This is an optimization exercise on Yosys and OpenROAD, whose aim is small area, a short achievable clock period and few clock cycles per item, not a production implementation.
Where RTL was checked, it was by simulation tests only, not by an equivalence proof against the original.

==> inputs of run D <==
## gimli_permutation_core
module gimli_permutation_core #(
  parameter int NUMBER_OF_ROUNDS = 24
) (
  input  logic         clk,
  input  logic         rst,
  input  logic [383:0] din_state,
  input  logic         din_valid,
  output logic         din_ready,
  output logic [383:0] dout_state,
  output logic         dout_valid,
  input  logic         dout_ready,
  output logic         busy
);
==> module gimli_permutation_core, before the edit <==
module gimli_permutation_core #(
  parameter int NUMBER_OF_ROUNDS = 24
) (
  input  logic         clk,
  input  logic         rst,
  input  logic [383:0] din_state,
  input  logic         din_valid,
  output logic         din_ready,
  output logic [383:0] dout_state,
  output logic         dout_valid,
  input  logic         dout_ready,
  output logic         busy
);
  localparam int K = 2;
  logic         r_run;     
  logic         r_done;    
  logic [4:0]   r_round;   
  logic [383:0] r_state;
  logic         w_take;
  logic         w_last;
  logic [4:0]   w_round_base;
  logic [K:0][383:0] w_blk;
  assign din_ready = !r_run && (!r_done || dout_ready);
  assign w_take    = din_valid && din_ready;
  assign w_last    = (r_round == 5'(K));
  assign w_round_base = (K % 4 == 0) ? {r_round[4:2], 2'b00} :
                        (K % 2 == 0) ? {r_round[4:1], 1'b0} : r_round;
  for (genvar j = 0; j < K; j++) begin : g_rnd
    gimli_round #(
      .STATIC_PHASE ((K % 4 == 0) || (K % 2 == 0 && j % 2 == 1)),
      .PHASE        ((4 - (j % 4)) % 4)
    ) u_round (
      .i_state (w_blk[j]),
      .i_round (w_round_base - 5'(j)),
      .o_state (w_blk[j+1])
    );
  end
  localparam int NSEL = 16;
  logic [NSEL-1:0] r_sel;
  always_ff @(posedge clk or posedge rst) begin
    if (rst) begin
      r_sel <= '0;
    end else begin
      for (int i = 0; i < NSEL; i++) r_sel[i] <= r_sel[i] ? !w_last : w_take;
    end
  end
  for (genvar b = 0; b < 384; b++) begin : g_in
    assign w_blk[0][b] = r_sel[(b * NSEL) / 384] ? r_state[b] : din_state[b];
  end
  always_ff @(posedge clk) begin
    if (r_run || w_take) r_state <= w_blk[K];
  end
  always_ff @(posedge clk or posedge rst) begin
    if (rst) begin
      r_run   <= 1'b0;
      r_done  <= 1'b0;
      r_round <= 5'(NUMBER_OF_ROUNDS);
    end else if (r_run) begin
      if (w_last) begin
        r_run   <= 1'b0;
        r_done  <= 1'b1;
        r_round <= 5'(NUMBER_OF_ROUNDS);
      end else begin
        r_round <= r_round - 5'(K);
      end
    end else if (w_take) begin
      if (NUMBER_OF_ROUNDS == K) begin
        r_done  <= 1'b1;
      end else begin
        r_run   <= 1'b1;
        r_done  <= 1'b0;
        r_round <= r_round - 5'(K);
      end
    end else if (r_done && dout_ready) begin
      r_done <= 1'b0;
    end
  end
  assign busy       = r_run && !rst;
  assign dout_valid = r_done && !rst;
  assign dout_state = r_state;
endmodule
Settings: LEC_CHECK=0, CAP_MARGIN=20, CORE_MARGIN=2, CORE_UTILIZATION=60, PLACE_DENSITY=0.75, SETUP_SLACK_MARGIN=0.2, SLEW_MARGIN=20; clock period 3.5 ns.
run.sh (not shown) runs the stock make flow with config.mk's settings and CLKGATE_MAP_FILE= SYNTH_SCRIPT=/design/flow/synth_recipe.tcl, a recipe that flattens the netlist after the stock synthesis.
==> run X (differences from run D) <==
--- a/flow/design.v
+++ b/flow/design.v
@@ -90,20 +90,10 @@
       .o_state (w_blk[j+1])
     );
   end
-  localparam int NSEL = 16;
-  logic [NSEL-1:0] r_sel;
-  always_ff @(posedge clk or posedge rst) begin
-    if (rst) begin
-      r_sel <= '0;
-    end else begin
-      for (int i = 0; i < NSEL; i++) r_sel[i] <= r_sel[i] ? !w_last : w_take;
-    end
-  end
-  for (genvar b = 0; b < 384; b++) begin : g_in
-    assign w_blk[0][b] = r_sel[(b * NSEL) / 384] ? r_state[b] : din_state[b];
-  end
+  assign w_blk[0] = r_state;
   always_ff @(posedge clk) begin
-    if (r_run || w_take) r_state <= w_blk[K];
+    if (w_take)     r_state <= din_state;
+    else if (r_run) r_state <= w_blk[K];
   end
   always_ff @(posedge clk or posedge rst) begin
     if (rst) begin
@@ -119,13 +109,8 @@
         r_round <= r_round - 5'(K);
       end
     end else if (w_take) begin
-      if (NUMBER_OF_ROUNDS == K) begin
-        r_done  <= 1'b1;
-      end else begin
-        r_run   <= 1'b1;
-        r_done  <= 1'b0;
-        r_round <= r_round - 5'(K);
-      end
+      r_run  <= 1'b1;
+      r_done <= 1'b0;
     end else if (r_done && dout_ready) begin
       r_done <= 1'b0;
     end
==> flow/flow/run.sh (new file) <==
#!/bin/bash
# Own layout flow: the standard layout (standard.sh), with the port
# buffers made as sky130_fd_sc_hd__buf_1 instead of the delay buffer that
# buffer_ports picks by default. Every input and output port still gets its
# own buffer; the resizer may resize them like any other cell.
set -euo pipefail
export BUFFER_PORTS_ARGS="-buffer_cell sky130_fd_sc_hd__buf_1"
bash standard.sh finish > standard_flow.log 2>&1
==> flow/standard.sh (new file) <==
#!/bin/bash
# synth_recipe.tcl (not shown) runs the flow's synth.tcl, then flattens the netlist and writes it again
# the make line also repeats each setting of config.mk as NAME=value (left out here)
make -C /OpenROAD-flow-scripts/flow DESIGN_CONFIG=/design/flow/config.mk WORK_HOME=/design/flow/orfs CLKGATE_MAP_FILE= SYNTH_SCRIPT=/design/flow/synth_recipe.tcl "${@:-finish}"
SETUP_SLACK_MARGIN = 1.0   (was 0.2)
removed: flow/run.sh
==> run K (differences from run D) <==
--- a/flow/design.v
+++ b/flow/design.v
@@ -90,18 +90,7 @@
       .o_state (w_blk[j+1])
     );
   end
-  localparam int NSEL = 16;
-  logic [NSEL-1:0] r_sel;
-  always_ff @(posedge clk or posedge rst) begin
-    if (rst) begin
-      r_sel <= '0;
-    end else begin
-      for (int i = 0; i < NSEL; i++) r_sel[i] <= r_sel[i] ? !w_last : w_take;
-    end
-  end
-  for (genvar b = 0; b < 384; b++) begin : g_in
-    assign w_blk[0][b] = r_sel[(b * NSEL) / 384] ? r_state[b] : din_state[b];
-  end
+  assign w_blk[0] = r_run ? r_state : din_state;
   always_ff @(posedge clk) begin
     if (r_run || w_take) r_state <= w_blk[K];
   end
ABC_CLOCK_PERIOD_IN_PS = 2000   (was unset)
CORE_UTILIZATION = 40   (was 60)
PLACE_DENSITY = 0.6   (was 0.75)
SETUP_SLACK_MARGIN = 1.3   (was 0.2)
==> run G (differences from run D) <==
--- a/flow/design.v
+++ b/flow/design.v
@@ -66,7 +66,7 @@
   input  logic         dout_ready,
   output logic         busy
 );
-  localparam int K = 2;
+  localparam int K = 4;
   logic         r_run;     
   logic         r_done;    
   logic [4:0]   r_round;   
@@ -90,20 +90,10 @@
       .o_state (w_blk[j+1])
     );
   end
-  localparam int NSEL = 16;
-  logic [NSEL-1:0] r_sel;
-  always_ff @(posedge clk or posedge rst) begin
-    if (rst) begin
-      r_sel <= '0;
-    end else begin
-      for (int i = 0; i < NSEL; i++) r_sel[i] <= r_sel[i] ? !w_last : w_take;
-    end
-  end
-  for (genvar b = 0; b < 384; b++) begin : g_in
-    assign w_blk[0][b] = r_sel[(b * NSEL) / 384] ? r_state[b] : din_state[b];
-  end
+  assign w_blk[0] = r_state;
   always_ff @(posedge clk) begin
-    if (r_run || w_take) r_state <= w_blk[K];
+    if (w_take)     r_state <= din_state;
+    else if (r_run) r_state <= w_blk[K];
   end
   always_ff @(posedge clk or posedge rst) begin
     if (rst) begin
@@ -119,13 +109,8 @@
         r_round <= r_round - 5'(K);
       end
     end else if (w_take) begin
-      if (NUMBER_OF_ROUNDS == K) begin
-        r_done  <= 1'b1;
-      end else begin
-        r_run   <= 1'b1;
-        r_done  <= 1'b0;
-        r_round <= r_round - 5'(K);
-      end
+      r_run  <= 1'b1;
+      r_done <= 1'b0;
     end else if (r_done && dout_ready) begin
       r_done <= 1'b0;
     end
CORE_UTILIZATION = 40   (was 60)
PLACE_DENSITY = 0.6   (was 0.75)
SETUP_SLACK_MARGIN = unset   (was 0.2)
==> run notes <==
Run X ran to the end with no violations. Run D completed without violations. Run G finished with negative setup slack left. Run K passed the timing, DRC and antenna checks.
Non-clock buffer count, lowest first: run X, run D, run K, run G.
Of run D and run X, run D has the higher cell count (gap 4.9%, measured against run X).
The lowest synthesized area belongs to run X, the highest to run G.
The highest critical path depth belongs to run G, the lowest to run X.
Flip-flop and latch count: run K is lower than run D (16).
The highest global-route usage belongs to run X, the lowest to run K.
Via count, highest first: run G, run K, run X, run D.
First-iteration DRC count: run G > run X > run D > run K.
==> figures <==
|  | run X | run K | run G | run D |
|---|---|---|---|---|
| Status | timing/DRC/antenna clean | timing/DRC/antenna clean | complete, but fails checks | timing/DRC/antenna clean |
| Reasons for failing layout checks | - | - | negative setup slack | - |
| Worst Tran Pin Value | 0.784 ns | 0.778 ns | 0.656 ns | 0.995 ns |
| Clock insertion delay at the later pin of the skew report | 0.62 ns | 0.61 ns | 0.70 ns | 0.61 ns |
| Antenna violations before repair | 9 | 23 | 17 | 2 |
| Tapcells inserted | 748 | 1176 | 1612 | 773 |
| Sequential element share of the synthesized area | 34.7% | 31.9% | 24.0% | 33.9% |
| Synth warn | 3 | 3 | 5 | 3 |
| Post-placement cell count | 4736 | 5397 | 9215 | 5037 |
| Post-CTS resize count | 133 | 129 | 970 | 4 |
| Wire length on met2 | 68700 µm | 94500 µm | 134000 µm | 68800 µm |
| Number of DRC markers in iteration 0 | 4483 | 2945 | 6532 | 3765 |
| Critical-path top delay cell | xnor3_1 | dfrtp_4 | edfxtp_1 | dfrtp_1 |
| RD Place Congestion | 1.12 | 0.976 | 1.13 | 1.18 |
| Data arrival, critical path | 2.99 ns | 3.66 ns | 4.23 ns | 3.74 ns |
| Global Route met3 Usage | 14.5% | 5.68% | 9.02% | 13.7% |
| Slew Limit Headroom | 47.3% | 48.1% | 56.1% | 32.9% |
| Total placed instance area | 37900 µm² | 49900 µm² | 74100 µm² | 46700 µm² |
| Sequential cell area | 11700 µm² | 11700 µm² | 11700 µm² | 12100 µm² |
| # clk buffers | 54 | 63 | 56 | 56 |
Testbench counts of run D, summed over its fixed seeds: cycles 1,544, items 128.
Testbench counts of run X, summed over its fixed seeds: cycles 1,672, items 128.
For run K and run G, only the layout was checked, not whether the RTL still works.

[separate check: timing with driven ports]
The results above use ideal ports. As a check the final layouts listed here were re-extracted and re-timed, cells and wires unchanged. Step 1: set_driving_cell puts a clkbuf_16 on clk and a buf_2 on each other input, an assumption about the parent block. Step 2 adds t to the input delays and takes it off the output delays; t is the mean of the earliest and latest rising clock arrival at the registers after step 1. Input paths then give back, and output paths get back, about the clock's delay inside the block. Slacks: ideal / step 1 / step 2; pairs: ideal / step 1.
run | t, ns | setup WS [ns] | worst setup path at the end | slew at the worst register clock pin (ns)
run D | 0.659 | 0.105 / 0.105 / -0.260 | input to register | 0.07 / 0.07
run X | 0.677 | 0.838 / 0.838 / 0.432 | input to register | 0.07 / 0.07
run K | 0.675 | 0.189 / 0.189 / -0.152 | input to register | 0.07 / 0.07
run G | 0.748 | -0.281 / -0.281 / -0.281 | register to register | 0.07 / 0.07
With both steps, setup timing fails in run D and run K, where it was met with ideal ports. For run X, which loses most, drivers alone change the setup slack by 0.000 ns; drivers and shift together by -0.406 ns.
